This is an optimization exercise on Yosys and OpenROAD, whose aim is a short achievable clock period and few clock cycles, not a production implementation.

==> run Z: inputs <==
// pipeline_cpu
module pipeline_cpu (
    input  logic        clock,
    input  logic        arst_n,
    output logic [31:0] address_imem,
    input  logic [31:0] q_imem,
    output logic [31:0] address_dmem,
    output logic [31:0] data_dmem,
    output logic        wren,
    input  logic [31:0] q_dmem,
    output logic        ctrl_write_enable,
    output logic [4:0]  ctrl_write_reg,
    output logic [4:0]  ctrl_read_reg_a,
    output logic [4:0]  ctrl_read_reg_b,
    output logic [31:0] data_write_reg,
    input  logic [31:0] data_read_reg_a,
    input  logic [31:0] data_read_reg_b
);
==> flow/config.mk <==
export PLATFORM = sky130hd
export DESIGN_NAME = pipeline_cpu
export DESIGN_NICKNAME = pipeline_cpu
export VERILOG_FILES = /design/flow/design.v
export SDC_FILE = /design/flow/constraint.sdc
export NUM_CORES = 4
export LEC_CHECK = 0
export CAP_MARGIN = 20
export CORE_MARGIN = 2
export CORE_UTILIZATION = 60
export SETUP_SLACK_MARGIN = 4.0
export SLEW_MARGIN = 20
export SYNTH_HIERARCHICAL = 1
export TNS_END_PERCENT = 100
==> flow/constraint.sdc <==
create_clock -name core_clock -period 6.5 [get_ports {clock}]
set_input_delay 1.3000 -clock core_clock [delete_from_list [all_inputs] [get_ports {clock}]]
set_output_delay 1.3000 -clock core_clock [all_outputs]
set_load 0.01 [all_outputs]
run.sh (not shown) runs the stock make flow with config.mk's settings and CLKGATE_MAP_FILE= SYNTH_SCRIPT=/design/flow/synth_recipe.tcl, a recipe that flattens the netlist after the stock synthesis.
==> run X: changes against run Z <==
--- a/flow/design.v
+++ b/flow/design.v
@@ -255,24 +255,31 @@
     logic [4:0]  x_ra, x_rb;   
     logic [6:0]  x_fa, x_fb;   
     logic        m_we, m_ld, m_wren;
     logic [4:0]  m_dest;
     logic [2:0]  m_sel;        
     logic [31:0] m_add, m_sub, m_addi, m_shift, m_logic;
     logic [31:0] m_store;
     logic        m_bne, m_blt, m_jr, m_pred, m_eq, m_lt, m_jreq;
-    logic [31:0] m_redirect;
+    logic [31:0] m_redirect, m_jrt, m_brt, m_pc1r;
+    logic        x_cross, m_cross;
     logic        w_we;
     logic [4:0]  w_dest;
     logic [31:0] w_data;
     logic        mispredict;   
+    logic        m_taken;
+    assign m_taken = m_bne ? ~m_eq : m_lt;
     logic [31:0] ctr_hi, ctr_lo;   
     logic [4:0]  x_bidx, m_bidx;
     logic        x_static, m_static;
+    logic [4:0]  lp_cur [0:15];
+    logic [4:0]  lp_trip [0:15];
+    logic [15:0] lp_seen, lp_conf, lp_exit;
+    logic        m_back;
     logic [31:0] insn;
     logic [4:0]  opcode;
     logic [4:0]  f_rd, f_rs, f_rt, f_func;
     logic [31:0] f_imm;
     logic [31:0] pc1;
     logic        f_r, f_j, f_bne, f_jal, f_jr, f_addi, f_blt, f_sw, f_lw;
     assign address_imem = pc;
     assign insn   = q_imem;
@@ -287,36 +294,27 @@
     assign f_bne  = opcode == 5'd2;
     assign f_jal  = opcode == 5'd3;
     assign f_jr   = opcode == 5'd4;
     assign f_addi = opcode == 5'd5;
     assign f_blt  = opcode == 5'd6;
     assign f_sw   = opcode == 5'd7;
     assign f_lw   = opcode == 5'd8;
     fast_incdec #(.W(32), .LV(5), .DEC(0)) u_pc1 (.x(pc), .y(pc1));
-    logic        f_near;
+    logic        f_near, f_cross;
     logic [7:0]  lo_sum;
     logic        lo_c;
-    logic [23:0] hi_inc, hi_dec, hi_sel;
     logic [31:0] near_tgt;
     assign f_near = (insn[16:8] == 9'h000) | (insn[16:8] == 9'h1FF);
     fast_add #(.W(8), .LV(3), .SUB(1)) u_lo (.a(pc[7:0]), .b(~insn[7:0]), .sum(lo_sum), .cout(lo_c));
-    fast_incdec #(.W(24), .LV(5), .DEC(0)) u_hinc (.x(pc[31:8]), .y(hi_inc));
-    fast_incdec #(.W(24), .LV(5), .DEC(1)) u_hdec (.x(pc[31:8]), .y(hi_dec));
-    always_comb begin
-        case ({insn[16], lo_c})
-            2'b01:   hi_sel = hi_inc;     
-            2'b10:   hi_sel = hi_dec;     
-            default: hi_sel = pc[31:8];
-        endcase
-    end
-    assign near_tgt = {hi_sel, lo_sum};
+    assign f_cross  = lo_c ^ insn[16];
+    assign near_tgt = {pc[31:8], lo_sum};
     logic f_static, f_dir, f_pred;
     assign f_static = f_bne | (f_blt & insn[16]);
-    assign f_dir    = ctr_hi[pc[4:0]] ? f_static : ~f_static;
+    assign f_dir    = (insn[16] & lp_exit[pc[3:0]]) ? 1'b0 : (ctr_hi[pc[4:0]] ? f_static : ~f_static);
     assign f_pred   = f_near & (f_bne | f_blt) & f_dir;
     logic [31:0] other_pc, pc_next;
     always_comb begin
         if (mispredict)        other_pc = m_redirect;
         else if (f_j | f_jal)  other_pc = {5'd0, insn[26:0]};
         else if (f_jr)         other_pc = ras;
         else                   other_pc = pc1;
     end
@@ -353,25 +351,25 @@
     shifter u_sh (.a(a), .lo(x_sh_lo), .hl(x_sh_hl), .hr(x_sh_hr), .y(shift_r));
     logic eq, ge_c, lt;
     logic [31:0] cmp_unused;
     fast_eq32 u_eq (.a(ca), .b(cb), .eq(eq));
     fast_add #(.W(32), .LV(5), .SUB(1)) u_cmp (.a({~cb[31], cb[30:0]}), .b({~ca[31], ca[30:0]}), .sum(cmp_unused), .cout(ge_c));
     assign lt = ~ge_c;
     logic jreq;
     fast_eq32 u_jreq (.a(b), .b(x_ptgt), .eq(jreq));
-    logic [31:0] x_brt, redirect_pc;
+    logic [31:0] x_brt;
     fast_add #(.W(32), .LV(5), .SUB(0)) u_brt (.a(x_pc1), .b(x_imm), .sum(x_brt), .cout(co_brt));
-    assign redirect_pc = x_jr ? b : (x_pred ? x_pc1 : x_brt);
     logic [31:0] logic_r;
     assign logic_r = ({32{x_sel[2]}} & (a & b)) | ({32{x_sel[3]}} & (a | b))
                    | ({32{x_sel[7]}} & x_pc1);
     logic x_live;
     assign x_live = x_valid & ~mispredict;
-    assign mispredict = (m_bne & (m_eq == m_pred)) | (m_blt & (m_lt ^ m_pred)) | (m_jr & ~m_jreq);
+    assign mispredict = ((m_bne | m_blt) & ((m_taken ^ m_pred) | (m_pred & m_cross))) | (m_jr & ~m_jreq);
+    assign m_redirect = m_jr ? m_jrt : (m_taken ? m_brt : m_pc1r);
     assign m_result = ({32{m_sel[0]}} & m_add) | ({32{m_sel[1]}} & m_sub)
                     | ({32{m_sel[2]}} & m_addi) | m_shift | m_logic;
     assign address_dmem = m_addi;
     assign data_dmem    = m_store;
     assign wren         = m_wren;
     assign ctrl_write_enable = w_we;
     assign ctrl_write_reg    = w_dest;
     assign data_write_reg    = w_data;
@@ -393,18 +391,17 @@
             m_ld    <= x_live & x_lw;
             m_wren  <= x_live & x_sw;
             m_bne   <= x_live & x_bne;
             m_blt   <= x_live & x_blt;
             m_jr    <= x_live & x_jr;
             w_we    <= m_we;
         end
     end
-    logic m_taken, m_agree;
-    assign m_taken = m_bne ? ~m_eq : m_lt;
+    logic m_agree;
     assign m_agree = m_taken == m_static;
     always_ff @(posedge clock or negedge arst_n) begin
         if (!arst_n) begin
             ctr_hi <= '1;
             ctr_lo <= '0;
         end else begin
             for (int e = 0; e < 32; e++) begin
                 if ((m_bne | m_blt) && m_bidx == e) begin
@@ -414,18 +411,46 @@
                     end else begin
                         ctr_hi[e] <= ctr_hi[e] & ctr_lo[e];
                         ctr_lo[e] <= ctr_hi[e] & ~ctr_lo[e];
                     end
                 end
             end
         end
     end
+    always_ff @(posedge clock or negedge arst_n) begin
+        if (!arst_n) begin
+            for (int e = 0; e < 16; e++) lp_cur[e] <= '0;
+            lp_seen <= '0;
+            lp_conf <= '0;
+            lp_exit <= '0;
+        end else begin
+            for (int e = 0; e < 16; e++) begin
+                if ((m_bne | m_blt) && m_back && m_bidx[3:0] == e) begin
+                    if (m_taken) begin
+                        if (lp_cur[e] != 5'd31) lp_cur[e] <= lp_cur[e] + 5'd1;
+                        lp_exit[e] <= lp_conf[e] & (lp_cur[e] + 5'd2 == lp_trip[e]);
+                    end else begin
+                        lp_cur[e]  <= '0;
+                        lp_seen[e] <= 1'b1;
+                        lp_conf[e] <= lp_seen[e] & (lp_trip[e] == lp_cur[e] + 5'd1);
+                        lp_exit[e] <= lp_seen[e] & (lp_trip[e] == lp_cur[e] + 5'd1) & (lp_cur[e] == 5'd0);
+                    end
+                end
+            end
+        end
+    end
+    always_ff @(posedge clock) begin
+        for (int e = 0; e < 16; e++) begin
+            if ((m_bne | m_blt) && m_back && m_bidx[3:0] == e && !m_taken) lp_trip[e] <= lp_cur[e] + 5'd1;
+        end
+    end
     always_ff @(posedge clock) begin
         if (f_jal) ras <= pc1;
+        m_back     <= x_imm[31];
         x_bidx     <= pc[4:0];
         m_bidx     <= x_bidx;
         x_static   <= f_static;
         m_static   <= x_static;
         x_jr       <= f_jr;
         x_bne      <= f_bne;
         x_blt      <= f_blt;
         x_sw       <= f_sw;
@@ -440,16 +465,17 @@
         x_sel[7]   <= f_jal;
         for (int k = 0; k < 4; k++) x_sh_lo[k] <= insn[8:7] == k;
         for (int k = 0; k < 8; k++) x_sh_hl[k] <= (insn[11:9] == k) & f_r & (f_func == 5'd4);
         for (int k = 0; k < 8; k++) x_sh_hr[k] <= (insn[11:9] == k) & f_r & (f_func == 5'd5);
         x_imm      <= f_imm;
         x_pc1      <= pc1;
         x_ptgt     <= ras;
         x_pred     <= f_pred;
+        x_cross    <= f_cross;
         x_we       <= f_we;
         x_dest     <= f_dest;
         x_ra       <= f_ra;
         x_rb       <= f_rb;
         x_fa       <= {fa_hit & x_logic_sel, fa_hit & x_shift_sel, fa_hit & x_sel[6] & ~x_lw, fa_hit & x_sel[1], fa_hit & x_sel[0], fa_hit & x_lw, ~fa_hit};
         x_fb       <= {fb_hit & x_logic_sel, fb_hit & x_shift_sel, fb_hit & x_sel[6] & ~x_lw, fb_hit & x_sel[1], fb_hit & x_sel[0], fb_hit & x_lw, ~fb_hit};
         m_dest     <= x_dest;
         m_sel      <= {x_sel[6], x_sel[1], x_sel[0]};
@@ -458,14 +484,17 @@
         m_addi     <= add_ri;
         m_shift    <= shift_r;
         m_logic    <= logic_r;
         m_store    <= b;
         m_pred     <= x_pred;
         m_eq       <= eq;
         m_lt       <= lt;
         m_jreq     <= jreq;
-        m_redirect <= redirect_pc;
+        m_jrt      <= b;
+        m_brt      <= x_brt;
+        m_pc1r     <= x_pc1;
+        m_cross    <= x_cross;
         w_dest     <= m_dest;
         w_data     <= m_ld ? q_dmem : m_result;
     end
 endmodule
 `default_nettype wire
==> flow/flow/run.sh (new file) <==
#!/bin/bash
# Standard layout, with one extra step after placement: the port buffers
# that placement inserted are set to sky130 buf_8 (they stay buffers, one
# per port), and the resizer repairs setup once without the footprint
# restriction. Then the standard flow runs on to the end.
set -e
cp standard.sh standard_sh.log
cp config.mk config_mk.log
bash standard.sh place > std_place.log 2>&1
R=orfs/results/sky130hd/pipeline_cpu/base
ls -la $R > results_ls.log
openroad -exit -no_init flow/fix_io.tcl > fix_io.log 2>&1
bash standard.sh finish > std_finish.log 2>&1
==> flow/flow/fix_io.tcl (new file) <==
# Port buffers to buf_8, then one setup repair on the placed design
set R orfs/results/sky130hd/pipeline_cpu/base
set P $::env(FLOW_HOME)/platforms/sky130hd
read_db $R/3_place.odb
read_liberty $P/lib/sky130_fd_sc_hd__tt_025C_1v80.lib
read_sdc $R/3_place.sdc
source $P/setRC.tcl
set db [ord::get_db]
set block [ord::get_db_block]
set buf8 [$db findMaster sky130_fd_sc_hd__buf_8]
set n 0
foreach bt [$block getBTerms] {
  set net [$bt getNet]
  if { $net == "NULL" } { continue }
  if { [$bt getSigType] != "SIGNAL" } { continue }
  if { [$net getName] == "clock" } { continue }
  foreach it [$net getITerms] {
    set inst [$it getInst]
    set m [[$inst getMaster] getName]
    if { [string match "sky130_fd_sc_hd__buf*" $m] || [string match "sky130_fd_sc_hd__clkbuf*" $m] || [string match "sky130_fd_sc_hd__clkdlybuf*" $m] || [string match "sky130_fd_sc_hd__dlygate*" $m] } {
      puts "port [$bt getName]: [$inst getName] $m -> buf_8"
      $inst swapMaster $buf8
      incr n
    }
  }
}
puts "swapped $n port buffers"
estimate_parasitics -placement
report_worst_slack -max
repair_timing -setup_margin 4.0 -repair_tns 100 -verbose
report_worst_slack -max
detailed_placement
check_placement -verbose
write_db $R/3_place.odb
==> flow/standard.sh (new file) <==
#!/bin/bash
# synth_recipe.tcl (not shown) runs the flow's synth.tcl, then flattens the netlist and writes it again
# the make line also repeats each setting of config.mk as NAME=value (left out here)
make -C /OpenROAD-flow-scripts/flow DESIGN_CONFIG=/design/flow/config.mk WORK_HOME=/design/flow/orfs CLKGATE_MAP_FILE= SYNTH_SCRIPT=/design/flow/synth_recipe.tcl "${@:-finish}"
removed: flow/run.sh
==> notes <==
Run Z never finished: it broke off in global routing. Run X failed in global routing.
Between run Z and run X, the lower synthesized cell count is in run Z (gap 12%, measured against run X).
In run X the area after synthesis is larger than in run Z, by 23%.
Function was not checked in any run of this note: the RTL went through the layout flow alone.
